Background: an optimization exercise with open tools, aiming at small area, a short achievable clock period and few clock cycles. Do not read the settings as production practice. At most, simulation tests tie the RTL to the original design; equivalence was not proved. No activity file was given, so power comes from the tool's default toggle rates.

## the previous run
Design buddy_block_allocator, start of the top module:
module buddy_block_allocator #(
    parameter int MAX_ORDER = 5,
    parameter int ID_WIDTH  = 16
) (
    input  wire         i_clk,
    input  wire         i_rst_n,
    input  wire         i_cfg_wr_en,
    input  wire [2:0]   i_cfg_wr_data,     
    input  wire         i_s_axis_tvalid,
    output logic        o_s_axis_tready,
    input  wire [31:0]  i_s_axis_tdata,    
    input  wire [0:0]   i_s_axis_tuser,    
    output logic        o_m_axis_tvalid,
    input  wire         i_m_axis_tready,
    output logic [15:0] o_m_axis_tdata,    
    output logic [1:0]  o_m_axis_tuser,    
    output logic        o_m_axis_tlast     
);
Settings: LEC_CHECK=0, CAP_MARGIN=20, CORE_MARGIN=2, CORE_UTILIZATION=40, CTS_CLUSTER_DIAMETER=100, CTS_CLUSTER_SIZE=30, SETUP_SLACK_MARGIN=2.0, SLEW_MARGIN=20; clock period 5.0 ns.
run.sh (not shown) runs the stock make flow with config.mk's settings and CLKGATE_MAP_FILE= SYNTH_SCRIPT=/design/flow/synth_recipe.tcl, a recipe that flattens the netlist after the stock synthesis.
#### Input delta (the current run over the previous run)
--- a/flow/design.v
+++ b/flow/design.v
@@ -140,32 +140,20 @@
         end
     end
     logic [15:0] w_qowner;
     always_comb begin
         w_qowner = '0;
         for (int s = 0; s < NS; s++) begin
             w_qowner = w_qowner | (r_owner[s] & {16{w_qdec[s] & r_used[s]}});
         end
     end
     logic [5:0] w_count;
-    always_comb begin
-        w_qa[0] = 1'b1;
-        for (int l = 1; l < 6; l++) begin
-            w_qa[l] = ((r_qslot & 5'((1 << l) - 1)) == '0) & w_lvl_ok[l]
-                    & !r_split[(1 << (5 - l)) + (r_qslot >> l)];
-        end
-        for (int b = 0; b < 5; b++) begin
-            w_qcarry[b] = 1'b1;
-            for (int i = 0; i < b; i++) w_qcarry[b] = w_qcarry[b] & (r_qslot[i] | w_qa[i+1]);
-            w_qnext[b] = !w_qa[b+1] & (r_qslot[b] ^ w_qcarry[b]);
-        end
-    end
     logic [5:0] w_krun;                    
     logic [5:0] w_k;                       
     always_comb begin
         w_krun[0] = 1'b1;
         for (int m = 1; m < 6; m++) begin
             w_krun[m] = 1'b0;
             for (int l = 1; l + m - 1 < 6; l++) w_krun[m] = w_krun[m] | (r_pend[l] & r_pend[l+m-1]);
         end
         for (int m = 0; m < 6; m++) w_k[m] = w_krun[m] & ((m == 5) ? 1'b1 : !w_krun[m+1]);
         w_count = '0;
==> comparison <==
The previous run and the current run all finish clean. Power consumption on the current run is ahead of the previous run. A highest layer used for signal routing of met5 is what the previous run shows, while met4 belongs to the current run. Going from the previous run to the current run, maximum fanout count along the critical path grows by 2. The current run ends up with a worst hold margin that is 0.019 ns lower than in the previous run. On core box area: between the previous run and the current run, it ends up higher for the previous run. Relative to the previous run, the non-filler instance count after layout measured on the current run has decreased slightly. In the current run, the number of CTS-inserted buffers came out 1 below the value in the previous run. The previous run has a higher area of the die than the current run. The current run has post-route minimum period below what the previous run had. Going from the previous run to the current run, fraction of the mapped netlist area in simple logic gates lost 0.18 points, clock-buffer cell count increased by about 3.2% relative to the old numbers, post-route worst setup slack grew by 0.053 ns, final period utilization shows a reduction of 1.1 points.
Testbench counts of the current run, summed over its fixed seeds: cycles 2,690.
The RTL of the previous run was laid out without a check of its function.

* * *

## job 6796
buddy_block_allocator, a different RTL version from the one above (not shown whole).
Size in the first run: roughly 1900 cells after synthesis, roughly 700 flip-flops, roughly 62 I/O pins, ~27000 sq um of cells after synthesis.
clock: 5.0 ns
lec_check: 0
cap_margin: 20
core_margin: 2
core_utilization: 40
cts_cluster_diameter: 90
cts_cluster_size: 28
setup_slack_margin: 2.7
slew_margin: 20
standard.sh (not shown) runs the stock make flow with config.mk's settings and CLKGATE_MAP_FILE= SYNTH_SCRIPT=/design/flow/synth_recipe.tcl, a recipe that flattens the netlist after the stock synthesis.
==> flow/flow/run.sh <==
#!/bin/bash
set -euo pipefail
export BUFFER_PORTS_ARGS="-buffer_cell sky130_fd_sc_hd__buf_2"
bash standard.sh > flow_make.log 2>&1
Job 6796 has completed all stages; timing, DRC and antenna checks passed.
Input-level comparison between job 366 and job 6796:
--- a/flow/design.v
+++ b/flow/design.v
@@ -37,22 +37,23 @@
     logic [5:1]          r_pend;           
     logic [5:0]          r_free;           
     logic [5:0]          r_pair;           
     logic                r_cv;
     logic                r_cfunc;
     logic [ID_WIDTH-1:0] r_cid;
     logic                r_cidnz;
     logic [5:0]          r_cge;            
     logic                r_qact;
     logic [NS-1:0]       r_qh;             
     logic [15:0]         r_qv;             
+    logic [5:0]          r_qe2;            
     logic                r_qlast;          
     logic                r_ready;          
     logic                r_av;
     logic [1:0]          r_akind;
     logic [15:0]         r_avalue;
     logic                r_alast;
     logic                r_bv;
     logic [1:0]          r_bkind;
     logic                r_blast;
     logic [5:0]    w_lvl_ok;               
     logic [63:1]   w_exists;
@@ -148,29 +149,22 @@
     for (genvar s = 0; s < NS; s++) begin : g_qnext
         logic [5:0] w_from;
         for (genvar l = 0; l < 6; l++) begin : g_l
             if (s >= (1 << l) && (s % (1 << l)) == 0) begin : g_y
                 assign w_from[l] = r_qh[s - (1 << l)] & w_qstep[l];
             end else begin : g_n
                 assign w_from[l] = 1'b0;
             end
         end
         assign w_qnext[s] = |w_from;
     end
-    logic [5:0] w_qend;
-    always_comb begin
-        for (int t = 0; t < 6; t++) begin
-            w_qend[t] = 1'b0;
-            for (int l = 0; l <= t; l++) w_qend[t] = w_qend[t] | (r_qh[(1 << t) - (1 << l)] & w_qstep[l]);
-        end
-    end
     logic [5:0]    w_za;
     logic [5:0]    w_zstep;
     logic [NS-1:0] w_znext;
     assign w_za[0] = 1'b1;
     for (genvar l = 1; l < 6; l++) begin : g_za
         assign w_za[l] = w_lvl_ok[l] & !r_split[1 << (5 - l)];
     end
     assign w_zstep = w_za & ~{1'b0, w_za[5:1]};
     always_comb begin
         w_znext = '0;
         for (int l = 0; l < 5; l++) w_znext[1 << l] = w_zstep[l];
@@ -219,23 +213,23 @@
     logic       n_cfunc;
     logic       n_qact;
     logic       n_av;
     logic       n_bv;
     logic       n_qlast;
     assign w_ready = !r_cv || w_done;
     assign n_cv    = w_ready ? i_s_axis_tvalid : r_cv;
     assign n_cfunc = w_ready ? i_s_axis_tuser[0] : r_cfunc;
     assign n_qact  = w_qcnt || (r_qact && !w_done);
     assign n_bv    = r_bv ? !w_pop : (w_go && r_av && !w_pop);
     assign n_av    = r_bv || w_go || (r_av && !w_pop);
-    assign n_qlast = w_qcnt ? w_one : w_qent ? |(w_qend & w_root) : r_qlast;
+    assign n_qlast = w_qcnt ? w_one : w_qent ? (r_qe2 == r_count) : r_qlast;
     always_ff @(posedge i_clk) begin
         if (!i_rst_n) begin
             r_cv    <= 1'b0;
             r_qact  <= 1'b0;
             r_av    <= 1'b0;
             r_bv    <= 1'b0;
             r_ready <= 1'b1;
         end else begin
             r_cv    <= n_cv;
             r_qact  <= n_qact;
             r_av    <= n_av;
@@ -288,25 +282,27 @@
     always_ff @(posedge i_clk) begin
         r_qlast <= n_qlast;
         if (w_ready) begin
             r_cfunc <= i_s_axis_tuser[0];
             r_cid   <= i_s_axis_tdata[15:0];
             r_cidnz <= |i_s_axis_tdata[15:0];
             for (int l = 0; l < 6; l++) r_cge[l] <= (w_size <= 16'(1 << l));
         end
         if (w_qcnt) begin
             r_qh    <= w_znext;
             r_qv    <= r_used[0] ? r_owner[0] : '0;
+            r_qe2   <= 6'd2;
         end else if (w_qadv) begin
             r_qh    <= w_qnext;
             r_qv    <= w_qowner;
+            r_qe2   <= r_qe2 + 6'd1;
         end
     end
     always_ff @(posedge i_clk) begin
         if (!i_rst_n || i_cfg_wr_en) begin
             for (int l = 0; l < 6; l++)
                 r_lvlok[l] <= !i_rst_n || (i_cfg_wr_data >= 3'(l));
             r_split <= '0;
             r_used  <= '0;
             r_count <= 6'd1;
             r_pend  <= '0;
             for (int l = 0; l < 6; l++)
### Flow results
Compared with job 6796, job 366 shows a lower number of global-route vias before repair.
Summary of job 366 over job 6796: number of antenna violations at the first check in global routing grew by 1, fraction of met2 tracks used by global routing grew by 0.40 points.
Higher number of stages on the worst hold path among job 6796 and job 366: job 6796
Taking job 6796 as 1.0, job 366 lands at 1.06 on timing-limited maximum frequency.
Cmp job 366 vs job 6796: post-synthesis to final-layout area growth lower in job 366
Job 6796 → job 366: synthesized area per cell now smaller; half-perimeter wire length after detailed placement now larger.
Job 6796 → job 366: count of vias placed by the detailed router has increased; relative slew slack went up 0.75 points.
Compared with job 6796, job 366 instantiates a larger number of standard cells.
Density: job 366 sparser than job 6796
Compared to job 6796, job 366 has sequential share of power 0.2 points higher.
Testbench counts of job 366, summed over its fixed seeds: cycles 2,690.
Function not checked in job 6796: the RTL went through the layout flow alone.

* * *

Setup of run 1:
Another version of the RTL of buddy_block_allocator (not shown whole).
Size in the first run: ~2000 cells after synthesis, ~700 flip-flops, roughly 62 I/O pins, ~28000 µm² of cells after synthesis.
Design buddy_block_allocator, start of the top module:
module buddy_block_allocator #(
    parameter int MAX_ORDER = 5,
    parameter int ID_WIDTH  = 16
) (
    input  wire         i_clk,
    input  wire         i_rst_n,
    input  wire         i_cfg_wr_en,
    input  wire [2:0]   i_cfg_wr_data,     
    input  wire         i_s_axis_tvalid,
    output logic        o_s_axis_tready,
    input  wire [31:0]  i_s_axis_tdata,    
    input  wire [0:0]   i_s_axis_tuser,    
    output logic        o_m_axis_tvalid,
    input  wire         i_m_axis_tready,
    output logic [15:0] o_m_axis_tdata,    
    output logic [1:0]  o_m_axis_tuser,    
    output logic        o_m_axis_tlast     
);
export LEC_CHECK = 0
export CAP_MARGIN = 20
export CORE_MARGIN = 2
export CORE_UTILIZATION = 40
export CTS_CLUSTER_DIAMETER = 80
export CTS_CLUSTER_SIZE = 24
export SETUP_SLACK_MARGIN = 2.7
export SLEW_MARGIN = 20
create_clock -name core_clock -period 5.0 [get_ports {i_clk}]
Scripts as last shown in full above: flow/flow/run.sh
Per the final summary, run 1 finished and its layout is clean on timing, DRC and antenna.
The following lists how run 2 was set up differently from run 1:
--- a/flow/design.v
+++ b/flow/design.v
@@ -35,24 +35,23 @@
     logic [ID_WIDTH-1:0] r_owner [NS];     
     logic [5:0]          r_count;          
     logic [5:1]          r_pend;           
     logic [5:0]          r_free;           
     logic [5:0]          r_pair;           
     logic                r_cv;
     logic                r_cfunc;
     logic [ID_WIDTH-1:0] r_cid;
     logic                r_cidnz;
     logic [5:0]          r_cge;            
     logic                r_qact;
-    logic [4:0]          r_qslot;          
-    logic [15:0]         r_qv;             
+    logic [NS-1:0]       r_qh;             
     logic [5:0]          r_qe2;            
     logic                r_qlast;          
     logic                r_ready;          
     logic                r_av;
     logic [1:0]          r_akind;
     logic [15:0]         r_avalue;
     logic                r_alast;
     logic                r_bv;
     logic [1:0]          r_bkind;
     logic [15:0]         r_bvalue;
     logic                r_blast;
@@ -127,56 +126,52 @@
         for (int l = 0; l < 6; l++) begin
             w_oabove[l] = 1'b0;
             for (int k = l + 1; k < 6; k++) w_oabove[l] = w_oabove[l] | w_osel[k];
         end
     end
     assign w_lvl_set = r_cge[4:0] & (w_oabove[4:0] | w_osel[5:1]) & w_lvl_ok[5:1];
     assign w_buddy   = r_cge & w_oabove;
     assign w_nlvl    = r_cge & ~{r_cge[4:0], 1'b0};
     assign w_rem     = w_osel & ~({6{!r_cidnz}} & w_nlvl);
     assign n_free    = (r_free & ~(w_rem & ~r_pair)) | w_buddy;
     assign n_pair    = (r_pair & ~w_rem) | ({6{!r_cidnz}} & w_buddy & w_nlvl);
-    logic [NS-1:0] w_qdec;                 
     logic [5:0]    w_qa;                   
-    logic [4:0]    w_qcarry;
-    logic [4:0]    w_qnext;
-    for (genvar s = 0; s < NS; s++) begin : g_qdec
-        assign w_qdec[s] = (r_qslot == 5'(s));
-    end
+    logic [5:0]    w_qstep;                
+    logic [NS-1:0] w_qnext;
     for (genvar l = 1; l < 6; l++) begin : g_qa
         logic [(1 << (5 - l))-1:0] w_hit;
         for (genvar j = 0; j < (1 << (5 - l)); j++) begin : g_node
-            assign w_hit[j] = w_qdec[j << l] & !r_split[(1 << (5 - l)) + j];
+            assign w_hit[j] = r_qh[j << l] & !r_split[(1 << (5 - l)) + j];
         end
         assign w_qa[l] = w_lvl_ok[l] & (|w_hit);
     end
     assign w_qa[0] = 1'b1;
-    always_comb begin
-        for (int b = 0; b < 5; b++) begin
-            w_qcarry[b] = 1'b1;
-            for (int i = 0; i < b; i++) w_qcarry[b] = w_qcarry[b] & (r_qslot[i] | w_qa[i+1]);
-            w_qnext[b] = !w_qa[b+1] & (r_qslot[b] ^ w_qcarry[b]);
+    assign w_qstep = w_qa & ~{1'b0, w_qa[5:1]};
+    for (genvar s = 0; s < NS; s++) begin : g_qnext
+        logic [5:0] w_from;
+        for (genvar l = 0; l < 6; l++) begin : g_l
+            if (s >= (1 << l) && (s % (1 << l)) == 0) begin : g_y
+                assign w_from[l] = r_qh[s - (1 << l)] & w_qstep[l];
+            end else begin : g_n
+                assign w_from[l] = 1'b0;
+            end
         end
+        assign w_qnext[s] = |w_from;
     end
-    logic [5:0] w_za;
-    logic [4:0] w_znext;
-    assign w_za[0] = 1'b1;
-    for (genvar l = 1; l < 6; l++) begin : g_za
-        assign w_za[l] = w_lvl_ok[l] & !r_split[1 << (5 - l)];
-    end
-    assign w_znext = w_za[4:0] & ~w_za[5:1];
-    logic [15:0] w_qowner;
+    logic [NS-1:0] w_qsel;
+    logic [15:0]   w_qowner;
+    assign w_qsel = r_qh & r_used;
     always_comb begin
         w_qowner = '0;
         for (int s = 0; s < NS; s++) begin
-            w_qowner = w_qowner | (r_owner[s] & {16{w_qdec[s] & r_used[s]}});
+            w_qowner = w_qowner | (r_owner[s] & {16{w_qsel[s]}});
         end
     end
     logic [5:0] w_count;
     logic [5:0] w_krun;                    
     logic [5:0] w_k;                       
     always_comb begin
         w_krun[0] = 1'b1;
         for (int m = 1; m < 6; m++) begin
             w_krun[m] = 1'b0;
             for (int l = 1; l + m - 1 < 6; l++) w_krun[m] = w_krun[m] | (r_pend[l] & r_pend[l+m-1]);
         end
@@ -237,23 +232,23 @@
     always_comb begin
         if (!r_cfunc) begin
             w_rkind  = w_found ? bba_pkg::KIND_ALLOC : bba_pkg::KIND_FAIL;
             w_rvalue = '0;
             w_rlast  = 1'b1;
         end else if (!r_qact) begin
             w_rkind  = bba_pkg::KIND_COUNT;
             w_rvalue = 16'(w_count);
             w_rlast  = 1'b0;
         end else begin
             w_rkind  = bba_pkg::KIND_ENTRY;
-            w_rvalue = r_qv;
+            w_rvalue = w_qowner;
             w_rlast  = r_qlast;
         end
     end
     logic [15:0] w_size;
     assign w_size = i_s_axis_tdata[31:16];
     always_ff @(posedge i_clk) begin
         if (r_bv) begin
             if (w_pop) begin
                 r_akind  <= r_bkind;
                 r_avalue <= r_bvalue;
                 r_alast  <= r_blast;
@@ -270,28 +265,26 @@
         end
     end
     always_ff @(posedge i_clk) begin
         r_qlast <= n_qlast;
         if (w_ready) begin
             r_cfunc <= i_s_axis_tuser[0];
             r_cid   <= i_s_axis_tdata[15:0];
             r_cidnz <= |i_s_axis_tdata[15:0];
             for (int l = 0; l < 6; l++) r_cge[l] <= (w_size <= 16'(1 << l));
         end
         if (w_qcnt) begin
-            r_qslot <= w_znext;
-            r_qv    <= r_used[0] ? r_owner[0] : '0;
+            r_qh    <= NS'(1);
             r_qe2   <= 6'd2;
         end else if (w_qent) begin
-            r_qslot <= w_qnext;
-            r_qv    <= w_qowner;
+            r_qh    <= w_qnext;
             r_qe2   <= r_qe2 + 6'd1;
         end
     end
     always_ff @(posedge i_clk) begin
         if (!i_rst_n || i_cfg_wr_en) begin
             for (int l = 0; l < 6; l++)
                 r_lvlok[l] <= !i_rst_n || (i_cfg_wr_data >= 3'(l));
             r_split <= '0;
             r_used  <= '0;
             r_count <= 6'd1;
             r_pend  <= '0;
==> results.txt <==
Run 2 has logic gate share of total power below what run 1 had. Of run 2 and run 1, the lower area fraction in compound gates after synthesis belongs to run 1. Of run 2 and run 1, the lower synthesis-to-finish area growth belongs to run 2. More vias were needed by run 1 than by run 2. Summary of run 2 over run 1: filler cell count went down by 0.73%; length of the first detailed-routing pass in iterations shows a reduction of 1; total nets after synthesis down 68. Relative to run 1, sequential share of layout area increased by 2.1 points in run 2. Run 2 vs run 1 on number of antenna violations at the first check in global routing: run 2 is the lower one. Comparing run 2 and run 1, simple-gate area share of the yosys netlist is higher on run 1. Diff run 2 and run 1: full die area lower in run 2.
Testbench counts of run 2, summed over its fixed seeds: cycles 2,690.
For run 1, only the layout was checked, not whether the RTL still works.

afterwards: timing with drivers on the ports:
In the flow no input, the clock included, has a driving cell. The finished layouts below were timed again as built, in two steps. Step 1 assumes that a clkbuf_16 drives the clock port and a buf_2 every other input. Step 2 adds t to the input delays and takes it off the output delays; t is the mean of the earliest and latest rising clock arrival at the registers after step 1. Input paths then give back, and output paths get back, about the clock's delay inside the block. Slacks: ideal / step 1 / step 2; pairs: ideal / step 1.
| run | t, ns | setup slack, ns | worst setup path at the end | worst register clock-pin slew, ns | worst slew at a driven data input, ns |
|---|---|---|---|---|---|
| the previous run | 0.687 | 1.965 / 1.965 / 1.540 | input to register | 0.12 / 0.12 | 0.04 |
| the current run | 0.695 | 2.018 / 2.018 / 2.018 | register to register | 0.12 / 0.12 | 0.05 |
| job 6796 | 0.700 | 2.540 / 2.540 / 2.322 | input to register | 0.11 / 0.11 | 0.04 |
| job 366 | 0.712 | 2.685 / 2.653 / 2.154 | input to register | 0.12 / 0.12 | 0.04 |
| run 1 | 0.653 | 2.377 / 2.377 / 2.307 | input to register | 0.10 / 0.10 | 0.04 |
| run 2 | 0.639 | 2.518 / 2.518 / 2.200 | input to register | 0.10 / 0.10 | 0.05 |
After both steps setup and hold are still met in every run listed. The setup slack of job 366, which loses most, moves by -0.032 ns with the drivers and by -0.531 ns with both steps.
